This is an optimization exercise on Yosys and OpenROAD, whose aim is small area, not a production implementation. Only simulation tests tie the RTL to the original design; equivalence was not proved. Power figures rest on the tool's default switching activity, not on a simulated workload.

==> job 669: inputs <==
==> flow/design.v <==
module regfile_sb #(
  parameter int XLEN  = 32,
  parameter int NREGS = 32,
  parameter int AW    = $clog2(NREGS)
) (
  input  logic             clk,
  input  logic             rst_n,
  input  logic [AW-1:0]    rs1_addr,
  input  logic [AW-1:0]    rs2_addr,
  output logic [XLEN-1:0]  rs1_data,
  output logic [XLEN-1:0]  rs2_data,
  output logic             rs1_busy,
  output logic             rs2_busy,
  input  logic             we0,
  input  logic [AW-1:0]    waddr0,
  input  logic [XLEN-1:0]  wdata0,
  input  logic             we1,
  input  logic [AW-1:0]    waddr1,
  input  logic [XLEN-1:0]  wdata1,
  input  logic             issue_en,
  input  logic [AW-1:0]    issue_rd,
  output logic             waw_hazard,
  output logic [NREGS-1:0] busy_vec
);
  logic [XLEN-1:0]  data_q [NREGS];
  logic [NREGS-1:0] valid_q;
  logic [NREGS-1:0] busy_q;
  logic             phase_q;
  logic [NREGS-1:0] dec_w0, dec_w1, dec_iss, dec_r1, dec_r2;
  always_comb begin
    dec_w0 = '0; dec_w1 = '0; dec_iss = '0; dec_r1 = '0; dec_r2 = '0;
    dec_w0[waddr0]    = 1'b1;
    dec_w1[waddr1]    = 1'b1;
    dec_iss[issue_rd] = 1'b1;
    dec_r1[rs1_addr]  = 1'b1;
    dec_r2[rs2_addr]  = 1'b1;
    dec_w0[0] = 1'b0; dec_w1[0] = 1'b0; dec_iss[0] = 1'b0;
    dec_r1[0] = 1'b0; dec_r2[0] = 1'b0;
  end
  logic [NREGS-1:0] wr0, wr1, hold, clr_vec, set_vec;
  assign wr1     = we1 ? dec_w1 : '0;
  assign wr0     = (we0 ? dec_w0 : '0) & ~wr1;
  assign hold    = ~(wr0 | wr1);
  assign clr_vec = wr0 | wr1;
  assign set_vec = issue_en ? dec_iss : '0;
  logic [XLEN-1:0] wd0_e, wd1_e;
  assign wd0_e = wdata0 ^ {XLEN{phase_q}};
  assign wd1_e = wdata1 ^ {XLEN{phase_q}};
  always_ff @(posedge clk or negedge rst_n) begin
    if (!rst_n) begin
      phase_q <= 1'b0;
      valid_q <= '0;
      busy_q  <= '0;
    end else begin
      phase_q <= ~phase_q;
      valid_q <= valid_q | clr_vec;
      busy_q  <= (busy_q & ~clr_vec) | set_vec;
    end
  end
  logic [XLEN-1:0] data_d [NREGS];
  for (genvar r = 1; r < NREGS; r++) begin : g_wr
    for (genvar b = 0; b < XLEN; b++) begin : g_bit
      rf_aoi222 u_nx (.a1(hold[r]), .a2(data_q[r][b]),
                      .b1(wr0[r]),  .b2(wd0_e[b]),
                      .c1(wr1[r]),  .c2(wd1_e[b]),
                      .y(data_d[r][b]));
    end
  end
  always_ff @(posedge clk) begin
    for (int r = 1; r < NREGS; r++) data_q[r] <= data_d[r];
  end
  logic [NREGS-1:0] vsel1, vsel2;
  logic byp1_1, byp0_1, byp1_2, byp0_2, hit1, hit2;
  logic eq11, eq01, eq12, eq02, nz1, nz2;
  rf_eq5 u_eq11 (.a(waddr1), .b(rs1_addr), .y(eq11));
  rf_eq5 u_eq01 (.a(waddr0), .b(rs1_addr), .y(eq01));
  rf_eq5 u_eq12 (.a(waddr1), .b(rs2_addr), .y(eq12));
  rf_eq5 u_eq02 (.a(waddr0), .b(rs2_addr), .y(eq02));
  assign nz1    = |rs1_addr;
  assign nz2    = |rs2_addr;
  assign byp1_1 = we1 & eq11 & nz1;
  assign byp0_1 = we0 & eq01 & nz1 & ~(we1 & eq11);
  assign byp1_2 = we1 & eq12 & nz2;
  assign byp0_2 = we0 & eq02 & nz2 & ~(we1 & eq12);
  assign vsel1  = (we1 & eq11) | (we0 & eq01) ? '0 : (dec_r1 & valid_q);
  assign vsel2  = (we1 & eq12) | (we0 & eq02) ? '0 : (dec_r2 & valid_q);
  assign hit1   = byp1_1 | byp0_1 | |(dec_r1 & valid_q);
  assign hit2   = byp1_2 | byp0_2 | |(dec_r2 & valid_q);
  for (genvar b = 0; b < XLEN; b++) begin : g_rd
    logic [10:0] y1, y2;
    for (genvar g = 0; g < 11; g++) begin : g_grp
      localparam int S0 = 3 * g, S1 = 3 * g + 1, S2 = 3 * g + 2;
      rf_aoi222 u_r1 (
        .a1(S0 == 0 ? byp1_1 : vsel1[(S0 == 0) ? 1 : S0-1]), .a2(S0 == 0 ? wd1_e[b] : data_q[(S0 == 0) ? 1 : S0-1][b]),
        .b1(S1 == 1 ? byp0_1 : vsel1[(S1 == 1) ? 1 : S1-1]), .b2(S1 == 1 ? wd0_e[b] : data_q[(S1 == 1) ? 1 : S1-1][b]),
        .c1(vsel1[S2-1]), .c2(data_q[S2-1][b]),
        .y(y1[g]));
      rf_aoi222 u_r2 (
        .a1(S0 == 0 ? byp1_2 : vsel2[(S0 == 0) ? 1 : S0-1]), .a2(S0 == 0 ? wd1_e[b] : data_q[(S0 == 0) ? 1 : S0-1][b]),
        .b1(S1 == 1 ? byp0_2 : vsel2[(S1 == 1) ? 1 : S1-1]), .b2(S1 == 1 ? wd0_e[b] : data_q[(S1 == 1) ? 1 : S1-1][b]),
        .c1(vsel2[S2-1]), .c2(data_q[S2-1][b]),
        .y(y2[g]));
    end
    assign rs1_data[b] = ~(&y1) ^ (phase_q & hit1);
    assign rs2_data[b] = ~(&y2) ^ (phase_q & hit2);
  end
  assign rs1_busy   = |(dec_r1  & busy_q & ~clr_vec);
  assign rs2_busy   = |(dec_r2  & busy_q & ~clr_vec);
  assign waw_hazard = issue_en & |(dec_iss & busy_q & ~clr_vec);
  assign busy_vec   = busy_q;
endmodule
module rf_aoi222 (
  input  logic a1, a2, b1, b2, c1, c2,
  output logic y
);
  assign y = ~((a1 & a2) | (b1 & b2) | (c1 & c2));
endmodule
module rf_eq5 (
  input  logic [4:0] a, b,
  output logic       y
);
  assign y = ~|(a ^ b);
endmodule
==> flow/flow/run.sh <==
#!/bin/bash
# Layout flow: the standard flow (standard.sh), with the standard synthesis
# run unchanged, and these layout-only changes for a smaller design:
#   - ports buffered with buf_1 instead of the default delay-cell buffer
#   - no large buffers (x8 and up), delay cells or x2/x4 XOR gates in design
#     repair (a buffer is smaller than an upsized XOR)
#   - clock tree from clkbuf_8 in 16-sink clusters, without dummy loads
# Each step's full output goes to its own log file here.
set -euo pipefail

bash standard.sh synth > flow_synth.log 2>&1

PLATFORM_DONT_USE="sky130_fd_sc_hd__probe_p_8 sky130_fd_sc_hd__probec_p_8
 sky130_fd_sc_hd__lpflow_bleeder_1 sky130_fd_sc_hd__lpflow_clkbufkapwr_1
 sky130_fd_sc_hd__lpflow_clkbufkapwr_16 sky130_fd_sc_hd__lpflow_clkbufkapwr_2
 sky130_fd_sc_hd__lpflow_clkbufkapwr_4 sky130_fd_sc_hd__lpflow_clkbufkapwr_8
 sky130_fd_sc_hd__lpflow_clkinvkapwr_1 sky130_fd_sc_hd__lpflow_clkinvkapwr_16
 sky130_fd_sc_hd__lpflow_clkinvkapwr_2 sky130_fd_sc_hd__lpflow_clkinvkapwr_4
 sky130_fd_sc_hd__lpflow_clkinvkapwr_8 sky130_fd_sc_hd__lpflow_decapkapwr_12
 sky130_fd_sc_hd__lpflow_decapkapwr_3 sky130_fd_sc_hd__lpflow_decapkapwr_4
 sky130_fd_sc_hd__lpflow_decapkapwr_6 sky130_fd_sc_hd__lpflow_decapkapwr_8
 sky130_fd_sc_hd__lpflow_inputiso0n_1 sky130_fd_sc_hd__lpflow_inputiso0p_1
 sky130_fd_sc_hd__lpflow_inputiso1n_1 sky130_fd_sc_hd__lpflow_inputiso1p_1
 sky130_fd_sc_hd__lpflow_inputisolatch_1 sky130_fd_sc_hd__lpflow_isobufsrc_1
 sky130_fd_sc_hd__lpflow_isobufsrc_16 sky130_fd_sc_hd__lpflow_isobufsrc_2
 sky130_fd_sc_hd__lpflow_isobufsrc_4 sky130_fd_sc_hd__lpflow_isobufsrc_8
 sky130_fd_sc_hd__lpflow_isobufsrckapwr_16 sky130_fd_sc_hd__lpflow_lsbuf_lh_hl_isowell_tap_1
 sky130_fd_sc_hd__lpflow_lsbuf_lh_hl_isowell_tap_2 sky130_fd_sc_hd__lpflow_lsbuf_lh_hl_isowell_tap_4
 sky130_fd_sc_hd__lpflow_lsbuf_lh_isowell_4 sky130_fd_sc_hd__lpflow_lsbuf_lh_isowell_tap_1
 sky130_fd_sc_hd__lpflow_lsbuf_lh_isowell_tap_2 sky130_fd_sc_hd__lpflow_lsbuf_lh_isowell_tap_4"
BIG_BUFS="sky130_fd_sc_hd__buf_8 sky130_fd_sc_hd__buf_12 sky130_fd_sc_hd__buf_16
 sky130_fd_sc_hd__bufbuf_8 sky130_fd_sc_hd__bufbuf_16 sky130_fd_sc_hd__clkbuf_16
 sky130_fd_sc_hd__clkdlybuf4s50_1 sky130_fd_sc_hd__clkdlybuf4s50_2
 sky130_fd_sc_hd__clkdlybuf4s25_1 sky130_fd_sc_hd__clkdlybuf4s25_2
 sky130_fd_sc_hd__clkdlybuf4s15_1 sky130_fd_sc_hd__clkdlybuf4s15_2
 sky130_fd_sc_hd__clkdlybuf4s18_1 sky130_fd_sc_hd__clkdlybuf4s18_2
 sky130_fd_sc_hd__xor2_2 sky130_fd_sc_hd__xor2_4 sky130_fd_sc_hd__xnor2_2 sky130_fd_sc_hd__xnor2_4"
DONT_USE=$(echo $PLATFORM_DONT_USE $BIG_BUFS)

export BUFFER_PORTS_ARGS="-buffer_cell sky130_fd_sc_hd__buf_1"
export CTS_ARGS="-sink_clustering_enable -repair_clock_nets -dont_use_dummy_load -buf_list sky130_fd_sc_hd__clkbuf_8 -sink_clustering_size 16 -sink_clustering_max_diameter 50"

bash standard.sh "DONT_USE_CELLS=$DONT_USE" finish > flow_layout.log 2>&1
==> flow/standard.sh <==
#!/bin/bash
# synth_recipe.tcl (not shown) runs the flow's synth.tcl, then flattens the netlist and writes it again
# the make line also repeats each setting of config.mk as NAME=value (left out here)
make -C /OpenROAD-flow-scripts/flow DESIGN_CONFIG=/design/flow/config.mk WORK_HOME=/design/flow/orfs CLKGATE_MAP_FILE= SYNTH_SCRIPT=/design/flow/synth_recipe.tcl "${@:-finish}"
==> flow/config.mk <==
export PLATFORM = sky130hd
export DESIGN_NAME = regfile_sb
export DESIGN_NICKNAME = regfile_sb
export VERILOG_FILES = /design/flow/design.v
export SDC_FILE = /design/flow/constraint.sdc
export NUM_CORES = 4
export LEC_CHECK = 0
export CAP_MARGIN = 20
export CELL_PAD_IN_SITES_DETAIL_PLACEMENT = 1
export CELL_PAD_IN_SITES_GLOBAL_PLACEMENT = 1
export CORE_MARGIN = 2
export CORE_UTILIZATION = 44
export SETUP_SLACK_MARGIN = 0.3
export SLEW_MARGIN = 20
export SYNTH_HIERARCHICAL = 1
==> flow/constraint.sdc <==
create_clock -name core_clock -period 7.0 [get_ports {clk}]
set_input_delay 1.4000 -clock core_clock [delete_from_list [all_inputs] [get_ports {clk}]]
set_output_delay 1.4000 -clock core_clock [all_outputs]
set_load 0.01 [all_outputs]
==> inputs of job 6298, as changes to job 669 <==
--- a/flow/config.mk
+++ b/flow/config.mk
@@ -9,7 +9,7 @@
 export CELL_PAD_IN_SITES_DETAIL_PLACEMENT = 1
 export CELL_PAD_IN_SITES_GLOBAL_PLACEMENT = 1
 export CORE_MARGIN = 2
-export CORE_UTILIZATION = 44
+export CORE_UTILIZATION = 42
 export SETUP_SLACK_MARGIN = 0.3
 export SLEW_MARGIN = 20
 export SYNTH_HIERARCHICAL = 1
==> run_results.csv <==
group,metric,value,unit
clock_network,cts_buffers,133,
die,fp-row-count,118,
run_status,status,"timing/DRC/antenna clean",
placement,routabilityCongestion,1.05,
layout,clkCellAreaFrac,3.42,%
clock_network,cts-resized-gates,8,
pwr,power_density,367,nW/µm²
routing,wl,287000,µm
critical_path,worstReg2RegEnd,"data_q[8][19]",
# the run above: job 669

==> run_results.csv <==
group,metric,value,unit
run_status,status,"timing/DRC/antenna clean",
critical_path,cpPeakStageDelay,0.69,ns
layout,final_core_util,49.5,%
critical_path,worstReg2RegEnd,"data_q[17][14]",
clock_network,cts-resized-gates,2,
routing,wl,291000,µm
die,fp-row-count,121,
clock_network,cts_buffers,135,
# the run above: job 6298

-- static timing again, ports no longer ideal --
The flow's constraints put no driver on any port. The routed layouts listed below were extracted and timed again, unchanged, in two steps.
Step 1, drivers: a clkbuf_16 drives clk and a buf_2 each remaining input, both assumed.
Step 2 adds t to the input delays and takes it off the output delays; t is the mean of the earliest and latest rising clock arrival at the registers after step 1. Input paths then give back, and output paths get back, about the clock's delay inside the block.
Three values: ideal, step 1, step 2; two values: the first two.
| run | shift t [ns] | setup slack, ns | hold WS [ns] | latest minus earliest clock arrival (ns) | worst data-port slew with drivers (ns) |
|---|---|---|---|---|---|
| job 669 | 0.925 | 0.241 / 0.217 / 0.217 | 0.495 / 0.495 / 0.495 | 0.090 / 0.091 | 0.06 |
| job 6298 | 0.921 | 0.260 / 0.229 / 0.229 | 0.491 / 0.491 / 0.491 | 0.101 / 0.102 | 0.06 |
After both steps setup and hold are still met in every run listed. For job 6298, which loses most, drivers alone change the setup slack by -0.031 ns; drivers and shift together by -0.031 ns.
